This is an optimization exercise on Yosys and OpenROAD, whose aim is small area, a short achievable clock period and few clock cycles per item, not a production implementation.
The RTL was checked by simulation tests, not by an equivalence proof against the original design.
Power figures rest on the tool's default switching activity, not on a simulated workload.

<file path="flow/design.v">
package lsu_pkg;
  localparam int word_w         = 64;
  localparam int beat_w         = 512;
  localparam int words_per_beat = beat_w / word_w;
  localparam int num_banks      = 4;
  localparam int addr_w         = 12;
  localparam int rd_latency     = 4;
  localparam int fifo_depth     = 2;
  localparam int cfg_w          = 16;
  typedef logic [word_w-1:0]            word_t;
  typedef logic [beat_w-1:0]            beat_t;
  typedef logic [addr_w-1:0]            addr_t;
  typedef logic [$clog2(num_banks)-1:0] bank_t;
  typedef logic [cfg_w-1:0]             cfg_t;
endpackage
import lsu_pkg::*;
module lsu_ctrl (
  input  logic       clk,
  input  logic       rst,
  input  logic       start,
  input  logic       store,
  input  logic       last_issued,
  input  logic       beat_popped,
  input  logic       beat_pushed,
  input  logic [1:0] fifo_free,
  output logic       busy_store,
  output logic       busy_load,
  output logic       issue_ok,
  output logic       done
);
  typedef enum logic [1:0] {
    st_idle,
    st_run,
    st_drain,
    st_done
  } state_t;
  state_t                            state;
  logic                              is_store;
  logic [$clog2(words_per_beat)-1:0] word_cnt;
  logic [1:0]                        in_flight;
  logic                              grant;
  logic                              last_pop;
  assign busy_store = (state == st_run) & is_store;
  assign busy_load  = (state == st_run) & ~is_store;
  assign issue_ok = busy_load & ((word_cnt != '0) | (in_flight < fifo_free));
  assign grant    = issue_ok & (word_cnt == '0);
  assign last_pop = beat_popped & (in_flight == '0) & (fifo_free == 2'(fifo_depth - 1));
  assign done = (state == st_done);
  always_ff @(posedge clk) begin
    if (rst) begin
      state     <= st_idle;
      is_store  <= 1'b0;
      word_cnt  <= '0;
      in_flight <= '0;
    end else begin
      case (state)
        st_idle: begin
          if (start) begin
            state    <= st_run;
            is_store <= store;
          end
        end
        st_run: begin
          if (last_issued) begin
            state <= st_drain;
          end
        end
        st_drain: begin
          if (is_store | last_pop) begin
            state <= st_done;
          end
        end
        default: begin
          state <= st_idle;
        end
      endcase
      if (issue_ok) begin
        word_cnt <= word_cnt + 1'b1;
      end
      in_flight <= in_flight + 2'(grant) - 2'(beat_pushed);
    end
  end
endmodule
import lsu_pkg::*;
module lsu_addr_gen (
  input  logic                           clk,
  input  logic                           rst,
  input  logic                           busy_store,
  input  logic                           busy_load,
  input  logic                           issue_ok,
  input  lsu_pkg::word_t                 word_data,
  input  logic                           word_valid,
  input  lsu_pkg::cfg_t                  len,
  input  lsu_pkg::cfg_t                  seg_count,
  input  lsu_pkg::cfg_t                  block_factor,
  input  lsu_pkg::cfg_t                  seg_stride,
  input  lsu_pkg::cfg_t                  addr_offset,
  output logic                           word_ready,
  output lsu_pkg::addr_t                 ram_addr,
  output lsu_pkg::word_t                 ram_d,
  output logic                           ram_we,
  output logic [lsu_pkg::num_banks-1:0]  ram_ce,
  output lsu_pkg::bank_t                 rd_bank,
  output logic                           rd_issue,
  output logic                           last_issued
);
  lsu_pkg::cfg_t  word_cnt;
  lsu_pkg::cfg_t  seg_cnt;
  lsu_pkg::cfg_t  blk_cnt;
  lsu_pkg::cfg_t  row_base;
  lsu_pkg::cfg_t  seg_base;
  lsu_pkg::bank_t bank_cnt;
  lsu_pkg::cfg_t  cur_addr;
  logic  issue;
  logic  seg_end;
  logic  blk_end;
  assign word_ready = busy_store;
  assign issue      = (busy_store & word_valid) | (busy_load & issue_ok);
  assign seg_end     = (word_cnt == len - 1'b1);
  assign blk_end     = (blk_cnt == block_factor - 1'b1);
  assign last_issued = issue & seg_end & (seg_cnt == seg_count - 1'b1);
  assign cur_addr = addr_offset + seg_base + row_base + blk_cnt;
  always_ff @(posedge clk) begin
    if (rst | ~(busy_store | busy_load)) begin
      word_cnt <= '0;
      seg_cnt  <= '0;
      blk_cnt  <= '0;
      row_base <= '0;
      seg_base <= '0;
      bank_cnt <= '0;
    end else if (issue) begin
      if (seg_end) begin
        word_cnt <= '0;
        blk_cnt  <= '0;
        row_base <= '0;
        bank_cnt <= '0;
        seg_cnt  <= seg_cnt + 1'b1;
        seg_base <= seg_base + seg_stride;
      end else begin
        word_cnt <= word_cnt + 1'b1;
        if (blk_end) begin
          blk_cnt <= '0;
          if (bank_cnt == lsu_pkg::bank_t'(num_banks - 1)) begin
            bank_cnt <= '0;
            row_base <= row_base + block_factor;
          end else begin
            bank_cnt <= bank_cnt + 1'b1;
          end
        end else begin
          blk_cnt <= blk_cnt + 1'b1;
        end
      end
    end
  end
  always_ff @(posedge clk) begin
    if (rst) begin
      ram_we   <= 1'b0;
      ram_ce   <= '0;
      rd_issue <= 1'b0;
    end else begin
      ram_we   <= issue & busy_store;
      ram_ce   <= issue ? (num_banks'(1) << bank_cnt) : '0;
      rd_issue <= issue & busy_load;
    end
  end
  always_ff @(posedge clk) begin
    ram_addr <= cur_addr[addr_w-1:0];
    ram_d    <= word_data;
    rd_bank  <= bank_cnt;
  end
endmodule
import lsu_pkg::*;
module lsu_beat_unpack (
  input  logic           clk,
  input  logic           rst,
  input  logic           busy_store,
  input  lsu_pkg::beat_t in_data,
  input  logic           in_valid,
  input  logic           word_ready,
  output logic           in_ready,
  output lsu_pkg::word_t word_data,
  output logic           word_valid
);
  lsu_pkg::beat_t                               shift_q;
  logic [$clog2(words_per_beat+1)-1:0] left;
  logic                                in_fire;
  logic                                word_fire;
  assign in_ready   = busy_store & (left == '0);
  assign word_valid = (left != '0);
  assign word_data  = shift_q[word_w-1:0];
  assign in_fire   = in_valid & in_ready;
  assign word_fire = word_valid & word_ready;
  always_ff @(posedge clk) begin
    if (rst) begin
      left <= '0;
    end else if (in_fire) begin
      left <= ($bits(left))'(words_per_beat);
    end else if (word_fire) begin
      left <= left - 1'b1;
    end
  end
  always_ff @(posedge clk) begin
    if (in_fire) begin
      shift_q <= in_data;
    end else if (word_fire) begin
      shift_q <= shift_q >> word_w;
    end
  end
endmodule
import lsu_pkg::*;
module lsu_beat_pack (
  input  logic           clk,
  input  logic           rst,
  input  logic           rd_issue,
  input  lsu_pkg::bank_t rd_bank,
  input  logic [lsu_pkg::num_banks*lsu_pkg::word_w-1:0] ram_q,
  output lsu_pkg::beat_t beat_data,
  output logic           beat_pushed
);
  logic [rd_latency-1:0]             vld_pipe;
  lsu_pkg::bank_t                             bank_pipe [rd_latency];
  logic [$clog2(words_per_beat)-1:0] fill_cnt;
  logic                              ret_valid;
  lsu_pkg::bank_t                             ret_bank;
  lsu_pkg::word_t                             ret_word;
  assign ret_valid = vld_pipe[rd_latency-1];
  assign ret_bank  = bank_pipe[rd_latency-1];
  assign ret_word  = ram_q[ret_bank*word_w +: word_w];
  always_ff @(posedge clk) begin
    if (rst) begin
      vld_pipe    <= '0;
      fill_cnt    <= '0;
      beat_pushed <= 1'b0;
    end else begin
      vld_pipe    <= {vld_pipe[rd_latency-2:0], rd_issue};
      beat_pushed <= ret_valid & (fill_cnt == ($bits(fill_cnt))'(words_per_beat - 1));
      if (ret_valid) begin
        fill_cnt <= fill_cnt + 1'b1;
      end
    end
  end
  always_ff @(posedge clk) begin
    bank_pipe[0] <= rd_bank;
    for (int i = 1; i < rd_latency; i++) begin
      bank_pipe[i] <= bank_pipe[i-1];
    end
    if (ret_valid) begin
      beat_data[fill_cnt*word_w +: word_w] <= ret_word;
    end
  end
endmodule
import lsu_pkg::*;
module lsu_beat_fifo (
  input  logic           clk,
  input  logic           rst,
  input  lsu_pkg::beat_t enq_data,
  input  logic           enq_valid,
  input  logic           deq_ready,
  output lsu_pkg::beat_t deq_data,
  output logic           deq_valid,
  output logic [1:0]     free
);
  typedef logic [$clog2(fifo_depth)-1:0] ptr_t;
  lsu_pkg::beat_t      mem [fifo_depth];
  ptr_t       wr_ptr;
  ptr_t       rd_ptr;
  logic [1:0] count;
  logic       deq_fire;
  ptr_t       wr_next;
  ptr_t       rd_next;
  assign wr_next = (wr_ptr == ptr_t'(fifo_depth - 1)) ? ptr_t'(0) : wr_ptr + 1'b1;
  assign rd_next = (rd_ptr == ptr_t'(fifo_depth - 1)) ? ptr_t'(0) : rd_ptr + 1'b1;
  assign deq_valid = (count != '0);
  assign deq_data  = mem[rd_ptr];
  assign deq_fire  = deq_valid & deq_ready;
  assign free      = 2'(fifo_depth) - count;
  always_ff @(posedge clk) begin
    if (rst) begin
      wr_ptr <= '0;
      rd_ptr <= '0;
      count  <= '0;
    end else begin
      if (enq_valid) begin
        wr_ptr <= wr_next;
      end
      if (deq_fire) begin
        rd_ptr <= rd_next;
      end
      count <= count + 2'(enq_valid) - 2'(deq_fire);
    end
  end
  always_ff @(posedge clk) begin
    if (enq_valid) begin
      mem[wr_ptr] <= enq_data;
    end
  end
endmodule
import lsu_pkg::*;
module lsu_top (
  input  logic                          clk,
  input  logic                          rst,
  input  lsu_pkg::beat_t                in_data,
  input  logic                          in_valid,
  output logic                          in_ready,
  output lsu_pkg::beat_t                out_data,
  output logic                          out_valid,
  input  logic                          out_ready,
  input  logic                          start,
  input  logic                          store,
  output logic                          done,
  input  lsu_pkg::cfg_t                 len,
  input  lsu_pkg::cfg_t                 seg_count,
  input  lsu_pkg::cfg_t                 block_factor,
  input  lsu_pkg::cfg_t                 seg_stride,
  input  lsu_pkg::cfg_t                 addr_offset,
  output lsu_pkg::addr_t                ram_addr,
  output lsu_pkg::word_t                ram_d,
  output logic                          ram_we,
  output logic [lsu_pkg::num_banks-1:0] ram_ce,
  input  logic [lsu_pkg::num_banks*lsu_pkg::word_w-1:0] ram_q
);
  logic       busy_store;
  logic       busy_load;
  logic       issue_ok;
  logic       last_issued;
  lsu_pkg::word_t      word_data;
  logic       word_valid;
  logic       word_ready;
  lsu_pkg::bank_t      rd_bank;
  logic       rd_issue;
  lsu_pkg::beat_t      beat_data;
  logic       beat_pushed;
  logic       beat_popped;
  logic [1:0] fifo_free;
  assign beat_popped = out_valid & out_ready;
  lsu_ctrl i_ctrl (
    .clk         (clk),
    .rst         (rst),
    .start       (start),
    .store       (store),
    .last_issued (last_issued),
    .beat_popped (beat_popped),
    .beat_pushed (beat_pushed),
    .fifo_free   (fifo_free),
    .busy_store  (busy_store),
    .busy_load   (busy_load),
    .issue_ok    (issue_ok),
    .done        (done)
  );
  lsu_beat_unpack i_unpack (
    .clk        (clk),
    .rst        (rst),
    .busy_store (busy_store),
    .in_data    (in_data),
    .in_valid   (in_valid),
    .word_ready (word_ready),
    .in_ready   (in_ready),
    .word_data  (word_data),
    .word_valid (word_valid)
  );
  lsu_addr_gen i_addr_gen (
    .clk          (clk),
    .rst          (rst),
    .busy_store   (busy_store),
    .busy_load    (busy_load),
    .issue_ok     (issue_ok),
    .word_data    (word_data),
    .word_valid   (word_valid),
    .len          (len),
    .seg_count    (seg_count),
    .block_factor (block_factor),
    .seg_stride   (seg_stride),
    .addr_offset  (addr_offset),
    .word_ready   (word_ready),
    .ram_addr     (ram_addr),
    .ram_d        (ram_d),
    .ram_we       (ram_we),
    .ram_ce       (ram_ce),
    .rd_bank      (rd_bank),
    .rd_issue     (rd_issue),
    .last_issued  (last_issued)
  );
  lsu_beat_pack i_pack (
    .clk         (clk),
    .rst         (rst),
    .rd_issue    (rd_issue),
    .rd_bank     (rd_bank),
    .ram_q       (ram_q),
    .beat_data   (beat_data),
    .beat_pushed (beat_pushed)
  );
  lsu_beat_fifo i_fifo (
    .clk       (clk),
    .rst       (rst),
    .enq_data  (beat_data),
    .enq_valid (beat_pushed),
    .deq_ready (out_ready),
    .deq_data  (out_data),
    .deq_valid (out_valid),
    .free      (fifo_free)
  );
endmodule
</file>
<file path="flow/run.sh">
#!/bin/bash
# synth_recipe.tcl (not shown) runs the flow's synth.tcl, then flattens the netlist and writes it again
# the make line also repeats each setting of config.mk as NAME=value (left out here)
make -C /OpenROAD-flow-scripts/flow DESIGN_CONFIG=/design/flow/config.mk WORK_HOME=/design/flow/orfs CLKGATE_MAP_FILE= SYNTH_SCRIPT=/design/flow/synth_recipe.tcl finish
</file>
<file path="flow/config.mk">
export PLATFORM = sky130hd
export DESIGN_NAME = lsu_top
export DESIGN_NICKNAME = lsu_top
export VERILOG_FILES = /design/flow/design.v
export SDC_FILE = /design/flow/constraint.sdc
export NUM_CORES = 4
export LEC_CHECK = 0
export CAP_MARGIN = 20
export CORE_MARGIN = 2
export CORE_UTILIZATION = 40
export SLEW_MARGIN = 20
</file>
<file path="flow/constraint.sdc">
create_clock -name core_clock -period 5.0 [get_ports {clk}]
set_input_delay 1.0000 -clock core_clock [delete_from_list [all_inputs] [get_ports {clk}]]
set_output_delay 1.0000 -clock core_clock [all_outputs]
set_load 0.01 [all_outputs]
</file>
==> metrics.md <==
| Metric | Value |
|---|---|
| Status | `complete, no violations` |
| Wire per inst | `30.26 µm` |
| Hold Worst Slack | `325.9 ps` |
| CP endpoint kind | `output pin` |
| Initial Util | `0.4014` |
| Die W | `478.4 µm` |
| Number of CTS-inserted buffers | `227` |
| Final wirelength | `339800 µm` |
| Worst R2R Start | `i_pack.fill_cnt[0]` |
| Worst Path Required | `4000 ps` |
| Postcts setup bufs | `0` |
| Flop2flop setup slack | `1250 ps` |
| Placed Area | `108600 µm²` |
| Maximum VDD drop | `0.0003358 V` |
| Initial antenna violation count | `156` |
| Dpl cells | `10740` |
| Mapped Area | `90010 µm²` |
| I/O Buffers | `1441` |
| Die ar. | `228800 µm²` |
| Worst min path class | `reg2reg` |
| Crit path max fanout | `37` |
| CTS Sinks | `2239` |
| Area of the core | `224200 µm²` |
| Post-Syn Instances | `6501` |
| F_max | `229.0 MHz` |
| I/O pin count | `1450` |
| Slew @ Worst Pin | `1119 ps` |
| Ys flop type | `edfxtp_1` |
| Worst-case clock buffer depth | `3` |
| Worst setup margin | `633.5 ps` |
| Vias in the first global route | `57300` |
| Post-Syn Nets | `7439` |
| Max-Cap Viols | `0` |
| Syn avg cell area | `13.85 µm²` |
| Root buf cell | `clkbuf_16` |
| Placer Congestion | `1.029` |
| Routed vias | `59690` |
| Core Util, Final | `0.5187` |
| Final Cycle Share | `0.8733` |
| Distinct cell type count after synthesis | `68` |
| CTS HTree Levels | `4` |
| Via density | `5.316` |
| Die Ht | `478.4 µm` |
| RR Endpoint | `i_pack.beat_data[283]` |
| Asr flop ratio synth | `0` |
| Register area share after synthesis | `0.7257` |
| Worst setup SP type | `register` |
| Setup tns final | `0 ps` |
| Skew final | `82.03 ps` |
| Slew Limit Headroom | `0.2538` |
| Row count | `174` |
| Yosys warns | `6` |
| Most frequent cells in the layout | `edfxtp_1, nand2_1, clkdlybuf4s50_1` |
| Crit Path Class | `reg2out` |
| GRT Residual Overflow | `0` |
| CTS tree | `built` |
| Post-synth EDFFs | `2048` |
| Static Leak | `41.40 nW` |
| WHS Endpoint | `i_pack.bank_pipe[0][0]` |
| Detailed-router iteration count before antenna repair | `5` |
| Max Slew Vio Count | `0` |
| Clock latency on the worst-skew pair | `880 ps` |
| Total track usage | `0.2891` |
| Remaining DRCs | `0` |
| #FFs+latches synth | `2239` |
| Area Growth Syn to Fin | `29.22%` |
| Routed Antenna Nets | `0` |
| Hold Vio Cnt, Final | `0` |
| Final std cells w/o fill | `11230` |
| Hold depth | `0` |
| Fin nets | `8915` |
| DP Worst Slack | `-21.78 ps` |
| Post-CTS Resized | `0` |
| Critical Path AT | `3370 ps` |
| Cell depth of the worst flop-to-flop path | `7` |
| Worst-path clk slew | `60 ps` |
| Final setup vio count | `0` |
| Most common cell after layout, fill and taps aside | `edfxtp_1` |
| Hold_sp | `i_addr_gen.rd_bank[0]` |
| First-pass GRT wire length | `459300 µm` |
| Post-route minimum period | `4366 ps` |
| Design Area, Final | `116300 µm²` |
| DRT iter0 DRCs | `6173` |
| Detailed Place HPWL | `249200 µm` |
| RSZ-0062 raised after global routing | `false` |
| Pin count of the biggest net entering global routing | `162` |
| Total power | `41.87 mW` |
| Share of cells above drive strength 1 | `0.1297` |
| Cts hold-fix bufs | `0` |
| PD cells | `360.0 nW/µm²` |
==> flip-flops by register name, summed over array words and instances (netlist names), 2 cells and up, named ones only <==
signal,cells
i_addr_gen.bank_cnt,2
i_addr_gen.blk_cnt,16
i_addr_gen.ram_addr,12
i_addr_gen.ram_ce,4
i_addr_gen.ram_d,64
i_addr_gen.rd_bank,2
i_addr_gen.row_base,12
i_addr_gen.seg_base,12
i_addr_gen.seg_cnt,16
i_addr_gen.word_cnt,16
i_ctrl.in_flight,2
i_ctrl.state,2
i_ctrl.word_cnt,3
i_fifo.count,2
i_fifo.mem,1024
i_pack.bank_pipe,8
i_pack.beat_data,512
i_pack.fill_cnt,3
i_pack.vld_pipe,4
i_unpack.left,4
i_unpack.shift_q,512
==> power breakdown <==
group          total, mW  switching [mW]  internal (mW)
Combinational       4.05            2.12           1.93
Clock               17.3            7.46           9.81
Sequential          20.5           0.104           20.4
Total               41.9            9.68           32.2
==> routing by layer <==
metal  global-route usage  up-vias  part of all wire
met5                    0        -            0.0016
met4               0.1159       90             0.046
met3              0.08526      602             0.097
met2               0.4625     2687              0.47
met1               0.3684    29890              0.39
li1                     -    26420                 -
==> how the worst max path moves through the flow <==
stage / endpoint / depth (start not counted)
after floorplan: i_fifo.mem[0][0] / 1
after global placement: i_ctrl.state[0] / 12
after detailed placement: i_ctrl.state[0] / 12
after CTS: out_data[237] / 3
after global routing: out_data[301] / 3
final: out_data[237] / 3
==> cell type report <==
type	count	area (µm²)
clock buffer	295	6007
timing repair buffer	1569	15870
multi-input combinational	3867	23390
fill	19220	107900
sequential	2239	65340
inverter	73	274.0
clock inverter	135	1546
antenna	58	145.1
tap	2992	3744
==> worst max-delay path, stage by stage, from the launching register on <==
cell,delay [ps]
dfxtp_4,840
buf_4,600
mux2_2,460
clkdlybuf4s50_1,560
==> cell families after synthesis <==
group	after synthesis	share of synthesized area
flip-flops	2239	0.7257
XOR/XNOR	128	0.01245
buffers and inverters	395	0.01649
adder cells (fa/ha/maj)	84	0.01368
AO/OA/AOI/OAI	685	0.04108
AND/OR/NAND/NOR	2387	0.1097
multiplexers	583	0.08086
==> synth_stat cells (8+ instances only) <==
master / count / area [µm²]
o21ai_0: 550 / 2753
fa_1: 24 / 480.5
mux4_2: 64 / 1441
edfxtp_1: 2048 / 61500
mux2_2: 513 / 5777
nor2_1: 91 / 341.6
nor4_1: 20 / 125.1
xor2_1: 53 / 464.2
and3_1: 82 / 513.0
clkbuf_1: 314 / 1179
nor3_1: 32 / 160.2
nand3_1: 33 / 165.2
nor2b_1: 17 / 106.4
or3_1: 28 / 175.2
a21o_1: 8 / 60.06
or4_1: 14 / 105.1
nand4_1: 19 / 118.9
xnor2_1: 75 / 656.9
nand2b_1: 72 / 450.4
inv_1: 73 / 274.0
a22o_1: 9 / 78.83
ha_1: 60 / 750.7
dfxtp_1: 191 / 3824
a21oi_1: 55 / 275.3
nand2_1: 1938 / 7274
Testbench counts, summed over its fixed seeds: cycles 79,077, items 9,040.

what the ideal ports hide:
The flow's constraints put no driver on any port. The routed layout listed below was extracted and timed again, unchanged, in two steps.
Step 1 assumes that a clkbuf_16 drives the clock port and a buf_2 every other input.
Step 2 adds t to the input delays and takes it off the output delays; t is the mean of the earliest and latest rising clock arrival at the registers after step 1. Input paths then give back, and output paths get back, about the clock's delay inside the block.
Three values: no drivers, after step 1, after step 2; two values: the first two.
shift t [ns]: 0.949
slack for setup (ns): 0.634 / 0.533 / 0.021
worst hold slack (ns): 0.326 / 0.326 / 0.326
pins driven straight from the clock port: 1
After both steps this run still meets setup and hold. The setup slack of this run moves by -0.101 ns with the drivers and by -0.613 ns with both steps.
